Source: an optimization exercise on an open RTL-to-GDS flow (aim: small area, a short achievable clock period and few clock cycles). Production flows keep margins and buffers that such runs may drop.
Function was not checked in any run shown here: the RTL went through the layout flow alone.
Power figures rest on the tool's default switching activity, not on a simulated workload.

**design/flow/flow/run.sh**
```bash
#!/bin/bash
# The standard layout, except: adders' carry logic starts from the map in
# flow/lcu.v, the port buffers are the smallest buffer cell, and timing
# repair aims for more setup slack.
set -euo pipefail
here=$(pwd)
bash standard.sh "SYNTH_OPERATIONS_ARGS=-extra-map $here/flow/lcu.v" \
   "BUFFER_PORTS_ARGS=-buffer_cell sky130_fd_sc_hd__buf_1" SETUP_SLACK_MARGIN=7.5 finish > standard.log 2>&1
```
**design/flow/flow/lcu.v**
```verilog
(* techmap_celltype = "$lcu" *)
module _80_lcu_sklansky (P, G, CI, CO);
	parameter WIDTH = 2;

	(* force_downto *)
	input [WIDTH-1:0] P, G;
	input CI;

	(* force_downto *)
	output [WIDTH-1:0] CO;

	integer i, j;
	(* force_downto *)
	reg [WIDTH-1:0] p, g;

	wire [1023:0] _TECHMAP_DO_ = "proc; opt -fast";

	always @* begin
		p = P;
		g = G;

		// in almost all cases CI will be constant zero
		g[0] = g[0] | (p[0] & CI);

		for (i = 0; i < $clog2(WIDTH); i = i + 1) begin
			// iterate in reverse so we don't confuse a result from this stage and the previous
			for (j = WIDTH - 1; j >= 0; j = j - 1) begin
				if (j & 2**i) begin
					g[j] = g[j] | p[j] & g[(j & ~(2**i - 1)) - 1];
					p[j] = p[j] & p[(j & ~(2**i - 1)) - 1];
				end
			end
		end
	end

	assign CO = g;
endmodule
```
**design/flow/standard.sh**
```bash
#!/bin/bash
# synth_recipe.tcl (not shown) runs the flow's synth.tcl, then flattens the netlist and writes it again
# the make line also repeats each setting of config.mk as NAME=value (left out here)
make -C /OpenROAD-flow-scripts/flow DESIGN_CONFIG=/design/flow/config.mk WORK_HOME=/design/flow/orfs CLKGATE_MAP_FILE= SYNTH_SCRIPT=/design/flow/synth_recipe.tcl "${@:-finish}"
```
**design/flow/config.mk**
```make
export PLATFORM = sky130hd
export DESIGN_NAME = chunk_bounds_centroid_reduce
export DESIGN_NICKNAME = chunk_bounds_centroid_reduce
export VERILOG_FILES = /design/flow/design.v
export SDC_FILE = /design/flow/constraint.sdc
export NUM_CORES = 4
export LEC_CHECK = 0
export CAP_MARGIN = 20
export CORE_MARGIN = 2
export CORE_UTILIZATION = 40
export SLEW_MARGIN = 20
export TNS_END_PERCENT = 5
```
**design/flow/constraint.sdc**
```tcl
create_clock -name core_clock -period 13.0 [get_ports {clock}]
set_input_delay 2.6000 -clock core_clock [delete_from_list [all_inputs] [get_ports {clock}]]
set_output_delay 2.6000 -clock core_clock [all_outputs]
set_load 0.01 [all_outputs]
```
**design/flow/design.v**
```verilog
package cbcr_pkg;
   localparam int CHUNK_LEN_DEF = 256;
   localparam int POS_W     = 32;
   localparam int SCALE_W   = 31;
   localparam int BOX_W     = 34;
   localparam int SIZE_W    = 33;
   localparam int CNT_OUT_W = 9;
   localparam int START_W   = 32;
   localparam int AXES      = 3;
   localparam int DIV_BITS  = 2;
   localparam int DIV_CYC   = (POS_W + DIV_BITS - 1) / DIV_BITS;
   localparam int DIV_STEPS = DIV_CYC * DIV_BITS;
   localparam bit READY_THRU = 1'b0;
   localparam int SIZE_BITS = 3;
   localparam int SIZE_CYC  = (SIZE_W + SIZE_BITS - 1) / SIZE_BITS;
endpackage
module cbcr_div #(
   parameter int REM_W = 8,
   parameter int Q_W   = 32,
   parameter int BITS  = 4
) (
   input  logic [REM_W+Q_W-1:0] word_in,
   input  logic [REM_W:0]       divisor,
   output logic [REM_W+Q_W-1:0] word_out
);
   logic [REM_W-1:0] rem;
   logic [Q_W-1:0]   q;
   logic [REM_W:0]   t;
   logic [REM_W+1:0] diff;
   always_comb begin
      rem = word_in[REM_W+Q_W-1:Q_W];
      q   = word_in[Q_W-1:0];
      for (int i = 0; i < BITS; i++) begin
         t    = {rem, q[Q_W-1]};
         diff = {1'b0, t} - {1'b0, divisor};
         if (!diff[REM_W+1]) begin
            rem = diff[REM_W-1:0];
            q   = {q[Q_W-2:0], 1'b1};
         end else begin
            rem = t[REM_W-1:0];
            q   = {q[Q_W-2:0], 1'b0};
         end
      end
      word_out = {rem, q};
   end
endmodule
module cbcr_gt #(
   parameter int W = 32
) (
   input  logic [W-1:0] a,
   input  logic [W-1:0] b,
   output logic         gt
);
   localparam int LV = (W > 1) ? $clog2(W) : 1;
   localparam int N  = 1 << LV;
   always_comb begin
      logic [N-1:0] g, t;
      g = '0;
      t = '1;
      for (int i = 0; i < W; i++) begin
         g[i] = a[i] & ~b[i];
         t[i] = a[i] | ~b[i];
      end
      for (int l = 0; l < LV; l++) begin
         for (int j = 0; j < (N >> (l + 1)); j++) begin
            g[j] = g[2*j+1] | (t[2*j+1] & g[2*j]);
            t[j] = t[2*j+1] & t[2*j];
         end
      end
      gt = g[0];
   end
endmodule
module cbcr_ctrl #(
   parameter int DIV_CYC = 16,
   parameter bit READY_THRU = 1'b0,
   parameter int SIZE_CYC = 11
) (
   input  logic clock,
   input  logic reset,
   input  logic req_tvalid,
   output logic req_tready,
   output logic rsp_tvalid,
   input  logic rsp_tready,
   input  logic s1_last,      
   input  logic fill_full,    
   output logic fold,         
   output logic div_step,     
   output logic fix,          
   output logic size_step,    
   output logic xfer          
);
   localparam int STEP_W = $clog2(DIV_CYC + 1);
   logic              s1_v_ff;
   logic              div_ff;
   logic              out_ff;
   logic [STEP_W-1:0] step_ff;
   logic              close;
   logic              step_last;
   assign fold       = s1_v_ff;
   assign close      = s1_v_ff && (s1_last || fill_full);
   assign div_step   = div_ff && !step_last;
   assign fix        = div_ff && step_last;
   assign size_step  = div_ff && (step_ff < STEP_W'(SIZE_CYC));
   assign step_last  = (step_ff == STEP_W'(DIV_CYC));
   assign xfer       = out_ff && rsp_tready;
   assign rsp_tvalid = out_ff;
   assign req_tready = out_ff ? (READY_THRU && rsp_tready) : (!div_ff && !close);
   always_ff @(posedge clock) begin
      if (reset) begin
         s1_v_ff <= 1'b0;
         div_ff  <= 1'b0;
         out_ff  <= 1'b0;
         step_ff <= '0;
      end else begin
         s1_v_ff <= req_tvalid && req_tready;
         if (close) div_ff <= 1'b1;
         else if (div_ff && step_last) div_ff <= 1'b0;
         if (div_ff && step_last) out_ff <= 1'b1;
         else if (rsp_tready) out_ff <= 1'b0;
         step_ff <= div_ff ? step_ff + STEP_W'(1) : '0;
      end
   end
endmodule
module cbcr_datapath #(
   parameter int CHUNK_LEN = cbcr_pkg::CHUNK_LEN_DEF,
   parameter int DIV_BITS  = cbcr_pkg::DIV_BITS
) (
   input  logic         clock,
   input  logic         reset,
   input  logic [191:0] req_tdata,
   input  logic         req_tlast,
   input  logic         fold,
   input  logic         div_step,
   input  logic         fix,
   input  logic         size_step,
   input  logic         xfer,
   output logic         s1_last,
   output logic         fill_full,
   output logic [375:0] rsp_tdata
);
   localparam int POS_W   = cbcr_pkg::POS_W;
   localparam int SCALE_W = cbcr_pkg::SCALE_W;
   localparam int BOX_W   = cbcr_pkg::BOX_W;
   localparam int SIZE_W  = cbcr_pkg::SIZE_W;
   localparam int START_W = cbcr_pkg::START_W;
   localparam int AXES    = cbcr_pkg::AXES;
   localparam int CNT_W   = $clog2(CHUNK_LEN + 1);
   localparam int REM_W   = CNT_W - 1;
   localparam int ACC_W   = POS_W + REM_W;
   localparam int STEPS   = cbcr_pkg::DIV_STEPS;
   localparam int SUM_W   = STEPS + REM_W;
   localparam int BND_W   = BOX_W - 1;
   logic [POS_W-1:0]   p_ff [AXES];
   logic [SCALE_W-1:0] r_ff;
   logic               last_ff;
   logic [SCALE_W-1:0] sx, sy, sz, radius;
   logic [SUM_W-1:0]   sum_ff [AXES];
   logic [BND_W-1:0]   lo_ff  [AXES];
   logic [BND_W-1:0]   hi_ff  [AXES];
   logic [SCALE_W-1:0] peak_ff;
   logic [CNT_W-1:0]   fill_ff;
   logic [START_W-1:0] start_ff;
   logic               full_ff;       
   logic               first;
   logic [SUM_W-1:0]   sum_in [AXES];
   logic [SUM_W-1:0]   div_out [AXES];
   logic [BND_W-1:0]   lo_c   [AXES];
   logic [BND_W-1:0]   hi_c   [AXES];
   logic               lo_take [AXES];
   logic               lo_lt   [AXES];
   logic               hi_gt   [AXES];
   logic               hi_take [AXES];
   localparam int SB = cbcr_pkg::SIZE_BITS;
   logic [SB-1:0]      size_bits  [AXES];
   logic               borrow_out [AXES];
   logic               borrow_ff  [AXES];
   logic [POS_W-1:0]   center [AXES];
   logic [SIZE_W-1:0]  size   [AXES];
   assign sx = req_tdata[126:96];
   assign sy = req_tdata[157:127];
   assign sz = req_tdata[188:158];
   logic yx, zx, zy;
   cbcr_gt #(.W(SCALE_W)) u_yx (.a(sy), .b(sx), .gt(yx));
   cbcr_gt #(.W(SCALE_W)) u_zx (.a(sz), .b(sx), .gt(zx));
   cbcr_gt #(.W(SCALE_W)) u_zy (.a(sz), .b(sy), .gt(zy));
   always_comb begin
      logic xy, xz, yz, tx, ty, tz;
      xy = !yx;
      xz = !zx;
      yz = !zy;
      tx = xy && xz;
      ty = !xy && yz;
      tz = !tx && !ty;
      radius = (sx & {SCALE_W{tx}}) | (sy & {SCALE_W{ty}}) | (sz & {SCALE_W{tz}});
   end
   always_ff @(posedge clock) begin
      for (int k = 0; k < AXES; k++) p_ff[k] <= req_tdata[32*k +: 32];
      r_ff    <= radius;
      last_ff <= req_tlast;
   end
   assign s1_last   = last_ff;
   assign fill_full = full_ff;
   assign first     = (fill_ff == '0);
   for (genvar g = 0; g < AXES; g++) begin : g_axis
      cbcr_div #(
         .REM_W (REM_W),
         .Q_W   (STEPS),
         .BITS  (DIV_BITS)
      ) u_div (
         .word_in  (sum_ff[g]),
         .divisor  (fill_ff),
         .word_out (div_out[g])
      );
      always_comb begin
         logic [BND_W-1:0] pe, re;
         logic [ACC_W-1:0] acc;
         logic [POS_W-1:0] q;
         logic             up, lsb;
         q   = sum_ff[g][POS_W-1:0];
         up  = fix && !q[POS_W-1] && (sum_ff[g][SUM_W-1:STEPS] != '0);
         {acc, lsb} = {(first ? ACC_W'(0) : sum_ff[g][ACC_W-1:0]), up}
                    + {ACC_W'({~p_ff[g][POS_W-1], p_ff[g][POS_W-2:0]} & {POS_W{fold}}), up};
         sum_in[g] = SUM_W'(acc);
         pe   = BND_W'($signed(p_ff[g]));
         re   = BND_W'(r_ff);
         lo_c[g] = pe - re;
         hi_c[g] = pe + re;
         lo_take[g] = first || lo_lt[g];
         hi_take[g] = first || hi_gt[g];
      end
      cbcr_gt #(.W(BND_W)) u_lo_lt (
         .a  ({~lo_ff[g][BND_W-1], lo_ff[g][BND_W-2:0]}),
         .b  ({~lo_c[g][BND_W-1],  lo_c[g][BND_W-2:0]}),
         .gt (lo_lt[g])
      );
      cbcr_gt #(.W(BND_W)) u_hi_gt (
         .a  ({~hi_c[g][BND_W-1],  hi_c[g][BND_W-2:0]}),
         .b  ({~hi_ff[g][BND_W-1], hi_ff[g][BND_W-2:0]}),
         .gt (hi_gt[g])
      );
      always_comb begin
         logic [SB:0] d;
         d = {1'b0, hi_ff[g][SB-1:0]} - {1'b0, lo_ff[g][SB-1:0]} - (SB+1)'(borrow_ff[g]);
         size_bits[g]  = d[SB-1:0];
         borrow_out[g] = d[SB];
      end
      always_ff @(posedge clock) begin
         if (fold || fix) begin
            sum_ff[g] <= sum_in[g];
         end else if (div_step) begin
            sum_ff[g] <= div_out[g];
         end
         if (size_step) begin
            lo_ff[g] <= {lo_ff[g][SB-1:0], lo_ff[g][BND_W-1:SB]};
            hi_ff[g] <= {size_bits[g], hi_ff[g][BND_W-1:SB]};
         end else if (fold) begin
            if (lo_take[g]) lo_ff[g] <= lo_c[g];
            if (hi_take[g]) hi_ff[g] <= hi_c[g];
         end
         borrow_ff[g] <= size_step && borrow_out[g];
      end
      always_comb begin
         center[g] = {~sum_ff[g][POS_W-1], sum_ff[g][POS_W-2:0]};
         size[g]   = SIZE_W'(hi_ff[g]);
      end
   end
   logic peak_lt;
   cbcr_gt #(.W(SCALE_W)) u_peak (.a(r_ff), .b(peak_ff), .gt(peak_lt));
   always_ff @(posedge clock) begin
      if (fold && (first || peak_lt)) peak_ff <= r_ff;
   end
   always_ff @(posedge clock) begin
      if (reset) begin
         fill_ff  <= '0;
         full_ff  <= 1'b0;
         start_ff <= '0;
      end else if (xfer) begin
         fill_ff  <= '0;
         full_ff  <= 1'b0;
         start_ff <= start_ff + START_W'(fill_ff);
      end else if (fold) begin
         fill_ff  <= fill_ff + CNT_W'(1);
         full_ff  <= (fill_ff == CNT_W'(CHUNK_LEN - 2));
      end
   end
   assign rsp_tdata = {7'b0000000,
                       size[2], size[1], size[0],
                       lo_ff[2][BND_W-1], lo_ff[2], lo_ff[1][BND_W-1], lo_ff[1],
                       lo_ff[0][BND_W-1], lo_ff[0],
                       peak_ff,
                       center[2], center[1], center[0],
                       fill_ff, start_ff};
endmodule
module chunk_bounds_centroid_reduce #(
   parameter int CHUNK_LEN = cbcr_pkg::CHUNK_LEN_DEF
) (
   input  logic         clock,
   input  logic         reset,
   input  logic         req_tvalid,
   output logic         req_tready,
   input  logic [191:0] req_tdata,
   input  logic         req_tlast,
   output logic         rsp_tvalid,
   input  logic         rsp_tready,
   output logic [375:0] rsp_tdata
);
   localparam int DIV_CYC = cbcr_pkg::DIV_CYC;
   logic s1_last, fill_full, fold, div_step, fix, size_step, xfer;
   cbcr_ctrl #(
      .DIV_CYC    (DIV_CYC),
      .READY_THRU (cbcr_pkg::READY_THRU),
      .SIZE_CYC   (cbcr_pkg::SIZE_CYC)
   ) u_ctrl (
      .clock      (clock),
      .reset      (reset),
      .req_tvalid (req_tvalid),
      .req_tready (req_tready),
      .rsp_tvalid (rsp_tvalid),
      .rsp_tready (rsp_tready),
      .s1_last    (s1_last),
      .fill_full  (fill_full),
      .fold       (fold),
      .div_step   (div_step),
      .fix        (fix),
      .size_step  (size_step),
      .xfer       (xfer)
   );
   cbcr_datapath #(
      .CHUNK_LEN (CHUNK_LEN),
      .DIV_BITS  (cbcr_pkg::DIV_BITS)
   ) u_datapath (
      .clock     (clock),
      .reset     (reset),
      .req_tdata (req_tdata),
      .req_tlast (req_tlast),
      .fold      (fold),
      .div_step  (div_step),
      .fix       (fix),
      .size_step (size_step),
      .xfer      (xfer),
      .s1_last   (s1_last),
      .fill_full (fill_full),
      .rsp_tdata (rsp_tdata)
   );
endmodule
```
==> flow_metrics.tcl, run 1 <==
set metrics [dict create \
    vias 37620 \
    critical_path.slowest_cell "a221o_1" \
    setup_tns_ns 0 \
    critPathMaxFanout 7 \
    maxCapViolations 0 \
    regToRegSetupSlack_ns 6.96 \
    powerDensity_mw_per_mm2 188.3 \
    fin_crit_ns 6.047 \
    port_buffers 564 \
    max_freq_mhz 165.4 \
    syn_inst 4737 \
    slew_violations 0 \
    final_net_count 5837 \
    route.detailed.drc 0 \
    layout-drive-gt1-share_pct 8.710 \
    cp_cell_sequence "buf_2, nand2b_4, maj3_2, maj3_2, maj3_2, maj3_2, maj3_2, maj3_2, o221ai_2, o211ai_1, a31oi_2, a2111oi_2, o32ai_1, buf_4, nor2_4, buf_16, a221o_1" \
    hold_violations 0 \
    worstMarginPinSlew_ns 1.086 \
    globalRouteTotalUtil_pct 29.14 \
    numClockSinks 530 \
    grt_pass1_vias 36070 \
    worstSkewPairLatency_ns 0.66 \
    min_from "u_ctrl.step_ff[0]" \
    firstDrtPassIters 7 \
    num_io_pins 575 \
    rsz0062_at_grt "true" \
    min_path_type "flip-flop to flip-flop" \
    vdd_drop_max_v 0.00009401 \
    clkTransAtPathRegs_ns 0.06 \
    place_ws_ns 5.693 \
    core_area_mm2 0.1036 \
    r2r-start "u_datapath.r_ff[0]" \
    cts_buffer_depth 3 \
    root_buffer "clkbuf_16" \
    crit_type "input pin to flip-flop" \
    yosysSeqAreaShare_pct 33.66 \
    worstRegToRegCells 24 \
    p_leak_nw 19.46 \
    fin_skew_ns 0.02511 \
    antenna_found_initial 6 \
    synth_warnings 36 \
    die_w_um 327.6 \
    ant_nets 0 \
    worstPathArrival_ns 6.57 \
    wl_um 161100 \
    grt-ovfl-total 0 \
    area_delta_synth_final_pct 16.55 \
    cp.required_ns 13.53 \
    syn_area_mm2 0.04190 \
    whs_path_depth 1 \
    routedWlPerCell_um 24.18 \
    synth_edf_count 349 \
    gp_congestion 0.9812 \
    ys.flop_type "edfxtp_1" \
    avgViaCountPerCell 5.647 \
    tritoncts "done" \
    path_common_cell "maj3_2" \
    period_share_pct 46.51 \
    start_util_pct 40.42 \
    fin_ws_ns 6.953 \
    die_y_um 327.6 \
    max_stage_delay_ns 0.35 \
    cts_hold_buf 0 \
    synth-seq-cells 530 \
    htreeDepth 3 \
    dieArea_mm2 0.1073 \
    rows 118 \
    yosysUniqueCellTypes 101 \
    slew_headroom_pct 27.57 \
    synthArstFlopShare_pct 0 \
    finalPower_mw 9.194 \
    numCtsBuffers 71 \
    initialDrtViolationCount 3185 \
    place.detailed.hpwl_um 126000 \
    post-route-util_pct 47.11 \
    r2r-end "u_datapath.hi_ff[1][10]" \
    grt_max_degree 93 \
    grt_pass1_wl_um 232600 \
    hold_end "u_ctrl.step_ff[0]" \
    syn_area_per_cell_um2 8.845 \
    start_kind "input pin" \
    setup_viol 0 \
    outcome "timing/DRC/antenna clean" \
    cp-end-kind "flip-flop" \
]
worst max-delay path: cells and delay by family:
kind,cells,cell delay [ns]
AO/OA/AOI/OAI,6,1.48
adder cells (fa/ha/maj),6,1.81
buffers and inverters,3,0.45
AND/OR/NAND/NOR,2,0.22
logic make-up after synthesis:
family,after synthesis,synth area share [%]
flops,530,33.66
fa+ha+maj,505,15.98
xor+xnor,270,5.644
simple gates,1542,17.55
mux,39,0.9795
buf+inv,614,6.501
other cells,1,0.008950
compound gates,1236,19.67
cell usage in the layout, fill, tap and decap left out, drive strengths merged, types with 27 or more instances in the layout:
cell,count
o31ai,54
a211oi,42
and3,27
nor2b,65
a31oi,28
nand2,459
a21oi,350
xnor2,177
fa,79
inv,323
a21o,80
nor2,440
dfxtp,181
nand3,49
a221o,42
o21ai,251
nand2b,57
o21bai,36
clkbuf,82
edfxtp,349
or2,30
nor3,82
o21a,28
o211ai,34
buf,688
ha,338
clkinv,28
maj3,88
o22ai,46
or3,33
xor2,93
and2,199
cell usage after synthesis (15+ instances only):
master	count	area share [%]
a2111oi_0	21	0.44
a211oi_1	40	0.72
a21o_1	77	1.4
a21oi_1	350	4.2
a221o_1	42	1.0
a221oi_1	15	0.31
a22oi_1	15	0.27
a31oi_1	28	0.42
and2_1	199	3.0
and3_1	27	0.40
buf_4	104	1.9
clkbuf_1	158	1.4
dfxtp_1	181	8.6
edfxtp_1	349	25
fa_1	79	3.8
ha_1	338	10
inv_1	325	2.9
maj3_1	85	2.0
mux2_2	16	0.43
mux2i_1	23	0.55
nand2_1	459	4.1
nand2b_1	57	0.85
nand3_1	49	0.59
nand4_1	24	0.36
nor2_1	440	3.9
nor2b_1	65	0.97
nor3_1	81	0.97
nor4_1	24	0.36
o2111ai_1	20	0.42
o211ai_1	34	0.61
o21a_1	25	0.45
o21ai_0	250	3.0
o21bai_1	36	0.65
o221ai_1	23	0.48
o22ai_1	46	0.69
o31ai_1	54	0.97
or2_2	28	0.42
or3_1	33	0.49
xnor2_1	177	3.7
xor2_1	93	1.9
registers in the layout, summed over array words and instances (netlist names), 3 cells and up:
register	count
u_ctrl.step_ff	5
u_datapath.borrow_ff	3
u_datapath.fill_ff	9
u_datapath.hi_ff	99
u_datapath.lo_ff	99
u_datapath.p_ff	96
u_datapath.peak_ff	31
u_datapath.r_ff	31
u_datapath.start_ff	32
u_datapath.sum_ff	120
what timing repair did:
| item | in CTS | in global routing |
|---|---|---|
| pin swaps | 63 | 22 |
| buffers inserted | 48 | 15 |
| endpoints found under the setup margin | 324 | 293 |
| cloned | 9 | 1 |
| gates resized for setup | 161 | 29 |
power breakdown:
group	total, mW	internal [mW]	switching [mW]
combinational	4.41	1.81	2.60
sequential	2.69	2.28	0.412
clock	2.10	1.25	0.849
total	9.19	5.33	3.86
how the worst max path moves through the flow:
stage	start	endpoint	slack, ns	cells past startpoint
after global placement	req_tdata[158]	u_datapath.r_ff[15]	5.73	17
after floorplan	req_tdata[127]	u_datapath.r_ff[10]	7.07	17
after CTS	u_datapath.r_ff[0]	u_datapath.lo_ff[0][8]	7.04	24
final	req_tdata[127]	u_datapath.r_ff[12]	6.95	17
after detailed placement	u_datapath.fill_ff[1]	u_datapath.sum_ff[1][39]	5.69	23
after global routing	u_datapath.r_ff[0]	u_datapath.hi_ff[1][10]	6.82	24
final cells by class:
type	count	area [um2]
Fill cell	10250	54810
Multi-Input combinational cell	3602	25800
Sequential cell	530	14130
Timing Repair Buffer	690	3453
Clock buffer	82	1882
Tap cell	1380	1727
Inverter	328	1275
Clock inverter	49	558.0
Antenna cell	2	5.005
layer usage:
layer / vias up / track usage, % / share of wire (%)
met1: 18090 / 36.24 / 41
met5: - / 0 / 0.013
met3: 289 / 7.609 / 8.6
met4: 4 / 16.05 / 6.2
met2: 1393 / 46.08 / 45
li1: 17850 / - / -
through the flow:
step | hold WS, ns | std cells | area [um2]
final | 0.4519 | 6663 | 48830
after global routing | 0.4681 | 6661 | 48830
after CTS | 0.4594 | 6645 | 48560
after detailed placement | 0.4456 | 6457 | 44830
after global placement | 0.4323 | 6457 | 44830
after floorplan | 0.4082 | 4743 | 42070
==> run 2: changes to the inputs <==
--- a/design/flow/flow/run.sh
+++ b/design/flow/flow/run.sh
@@ -5,4 +5,4 @@
 set -euo pipefail
 here=$(pwd)
 bash standard.sh "SYNTH_OPERATIONS_ARGS=-extra-map $here/flow/lcu.v" \
-   "BUFFER_PORTS_ARGS=-buffer_cell sky130_fd_sc_hd__buf_1" SETUP_SLACK_MARGIN=7.5 finish > standard.log 2>&1
+   "BUFFER_PORTS_ARGS=-buffer_cell sky130_fd_sc_hd__buf_1" SETUP_SLACK_MARGIN=8.0 finish > standard.log 2>&1
==> flow_metrics.tcl, run 2 <==
set metrics [dict create \
    outcome "timing/DRC/antenna clean" \
    firstDrtPassIters 7 \
    numCtsBuffers 70 \
    globalRouteTotalUtil_pct 28.96 \
    nFillCells 10070 \
    die_y_um 327.6 \
    final_cell_mix "562 x buf_1, 454 x nand2_1, 428 x nor2_1" \
    crit_type "input pin to flip-flop" \
    slew_violations 0 \
    regToRegSetupSlack_ns 7.07 \
    route.detailed.drc 0 \
    slew_headroom_pct 26.87 \
    worstSkewPairLatency_ns 0.66 \
    worstPathArrival_ns 6.48 \
    p_int_mw 5.634 \
    critPathMaxFanout 7 \
    synthArstFlopShare_pct 0 \
    yosysTopAreaCell "edfxtp_1" \
    switching_share_pct 42.03 \
    grt_pass1_wl_um 231300 \
    critical_path.slowest_cell "a221o_1" \
    cp_cell_sequence "buf_1, nand2b_4, maj3_2, maj3_2, maj3_2, maj3_2, maj3_2, maj3_2, o221ai_4, o211ai_1, a31oi_2, a2111oi_2, o32ai_2, buf_4, nor2_4, buf_12, a221o_1" \
    root_buffer "clkbuf_16" \
    clkTransAtPathRegs_ns 0.07 \
    port_buffers 564 \
    hold_end "u_ctrl.step_ff[0]" \
    final_common_cell "buf_1" \
    gp_congestion 0.9673 \
    r2r-end "u_datapath.lo_ff[0][30]" \
    rsz0062_at_grt "true" \
    syn_area_per_cell_um2 8.845 \
    pwr-share-clk_pct 20.9 \
    worst-path-buf-inv 3 \
    setup_tns_ns 0 \
    largest_reg_flops 120 \
    wl_um 167300 \
    antenna_found_initial 5 \
    cp.required_ns 13.53 \
    top_usage_layer "met2" \
    synth_top_area_share_pct 25.01 \
    start_util_pct 40.42 \
    area_delta_synth_final_pct 22.42 \
    fin_hold_ws_ns 0.4320 \
    combPwrFrac_pct 51.2 \
    powerDensity_mw_per_mm2 189.5 \
    power.share.sequential_pct 27.9 \
    layout-drive-gt1-share_pct 14.17 \
    num_io_pins 575 \
    numClockSinks 530 \
    routedWlPerCell_um 24.59 \
    htreeDepth 3 \
    path_common_cell "maj3_2" \
    start_kind "input pin" \
    place.detailed.hpwl_um 125500 \
    ant_nets 0 \
    top_register "u_datapath.sum_ff" \
    post-route-util_pct 49.49 \
    min_from "u_ctrl.step_ff[0]" \
    finalPower_mw 9.719 \
    synthTopCellsByArea "edfxtp_1 25%, ha_1 10%, dfxtp_1 8.6%, a21oi_1 4.2%, nand2_1 4.1%" \
    vias 38770 \
    hold_violations 0 \
    cp_top_family "adder cells" \
    grtUsageMet3_pct 7.385 \
    maxCapViolations 0 \
    synth_most_common_cell "nand2_1" \
    max_freq_mhz 168.0 \
    met2_usage_pct 46.25 \
    vdd_drop_max_v 0.0001055 \
    p_sw_mw 4.085 \
    fin_skew_ns 0.03370 \
    yosysSeqAreaShare_pct 33.66 \
    min_path_type "flip-flop to flip-flop" \
    setup_viol 0 \
    synth_warnings 36 \
    core_area_mm2 0.1036 \
    max_stage_delay_ns 0.34 \
    grt-ovfl-total 0 \
    grt_max_degree 94 \
    fin_crit_ns 5.951 \
    r2r-start "u_datapath.r_ff[1]" \
    syn_inst 4737 \
    tritoncts "done" \
    ys_top_cells_by_count "459 x nand2_1, 440 x nor2_1, 350 x a21oi_1" \
    place_ws_ns 5.838 \
    initialDrtViolationCount 3176 \
    ys.flop_type "edfxtp_1" \
    crit_start "req_tdata[127]" \
    dieArea_mm2 0.1073 \
    synth-seq-cells 530 \
    die_w_um 327.6 \
    grt_pass1_vias 35790 \
    top_regs "u_datapath.sum_ff (120), u_datapath.hi_ff (99), u_datapath.lo_ff (99)" \
    final_net_count 5976 \
    fin_ws_ns 7.049 \
    period_share_pct 45.78 \
    critical_path_depth 17 \
    cts_buffer_depth 3 \
    worstMarginPinSlew_ns 1.097 \
    rows 118 \
    worstRegToRegCells 21 \
    whs_path_depth 1 \
    synth_edf_count 349 \
    grtUsageMet1_pct 35.99 \
    syn_area_mm2 0.04190 \
    cp-end-kind "flip-flop" \
    p_leak_nw 20.39 \
    yosysUniqueCellTypes 101 \
    avgViaCountPerCell 5.699 \
]
run 2: cell count changes in the layout (fill, tap and decap cells not counted), moves of 15 or more:
cell     previous run  this run
a21oi_1           334       307
ha_4                4        27
o21ai_0           244       228
inv_1             313       298
buf_6               6        25
buf_4              96       195
ha_1              326       301
a21oi_2            12        32
run 2: per-stage QoR:
stage / cell area (um2) / cells
2_1_floorplan: 42070 / 4743
3_3_place_gp: 44810 / 6455
3_5_place_dp: 44810 / 6455
4_1_cts: 48620 / 6646
5_1_grt: 51280 / 6800
6_report: 51290 / 6803
run 2: logic make-up after synthesis:
group           after synthesis  share of synthesized area (%)
xor+xnor                    270                          5.644
compound gates             1236                          19.67
simple gates               1542                          17.55
fa+ha+maj                   505                          15.98
other cells                   1                       0.008950
buf+inv                     614                          6.501
flops                       530                          33.66
mux                          39                         0.9795
run 2: layout make-up:
class	instances	area (um2)	area share (%)
Inverter	328	1295	2.525
Timing Repair Buffer	829	4838	9.433
Clock buffer	103	2061	4.018
Sequential cell	530	14140	27.58
Tap cell	1380	1727	3.366
Antenna cell	4	10.01	0.01952
Clock inverter	26	311.5	0.6074
Multi-Input combinational cell	3603	26900	52.45
run 2: worst reg2reg max path: stages (launching register included):
cell,delay (ns)
dfxtp_4,0.36
clkinvlp_4,0.09
buf_12,0.15
fa_2,0.42
a211o_4,0.35
a211oi_4,0.27
o21bai_2,0.12
a21oi_2,0.20
fa_2,0.53
and3_4,0.21
a21oi_2,0.09
o211ai_1,0.17
o32ai_2,0.26
nor4_2,0.08
maj3_2,0.36
a2111oi_4,0.46
o21ai_2,0.17
or2_4,0.28
maj3_2,0.32
a2bb2oi_2,0.16
o311a_4,0.41
clkbuf_16,0.21
run 2: metal layers:
| layer | vias up | wire (um) |
|---|---|---|
| met5 | - | 43 |
| li1 | 18130 | - |
| met4 | 6 | 10230 |
| met1 | 18810 | 67200 |
| met3 | 338 | 14240 |
| met2 | 1483 | 75570 |
run 2: worst max-delay path by stage:
stage / endpoint / slack (ns)
finish: u_datapath.r_ff[5] / 7.05
global placement: u_datapath.lo_ff[1][22] / 5.79
global route: u_datapath.hi_ff[0][20] / 6.95
CTS: u_datapath.lo_ff[0][8] / 7.04
floorplan: u_datapath.r_ff[10] / 7.07
detailed placement: u_datapath.lo_ff[1][26] / 5.84
run 2: what timing repair did:
item	CTS	global route
setup buffers	55	134
setup endpoints to repair	366	346
gates resized for setup	183	298
cloned	7	19
pin swaps	50	157
hold buffers	0	0
run 2: power by group through the flow:
stage	sequential [mW]	combinational [mW]	clock, mW
floorplan	2.62	2.87	0
global placement	2.72	3.93	0
detailed placement	2.72	4.00	0
CTS	2.69	4.27	2.07
global route	2.74	5.41	2.12
finish	2.71	4.98	2.04

-- static timing again, ports no longer ideal --
How much do the figures lean on ideal ports? The routed layouts below were timed once more, with nothing changed but the port constraints.
Step 1, drivers: a clkbuf_16 drives clock and a buf_2 each remaining input, both assumed.
Step 2 moves the port delays by t, midway between the first and last clock arrival at a register: inputs arrive t later, outputs are due t later. That takes back most of the time a late clock gives input paths.
Slacks: ideal ports / drivers / drivers and shift; pairs: ideal ports / drivers.
run	t, ns	setup slack, ns	hold WS [ns]	worst setup path after step 2
run 1	0.711	6.953 / 6.959 / 6.293	0.452 / 0.452 / 0.452	input to register
run 2	0.717	7.049 / 7.073 / 6.387	0.432 / 0.432 / 0.432	input to register
After both steps setup and hold are still met in every run listed. The setup slack of run 2, which loses most, moves by +0.024 ns with the drivers and by -0.662 ns with both steps.
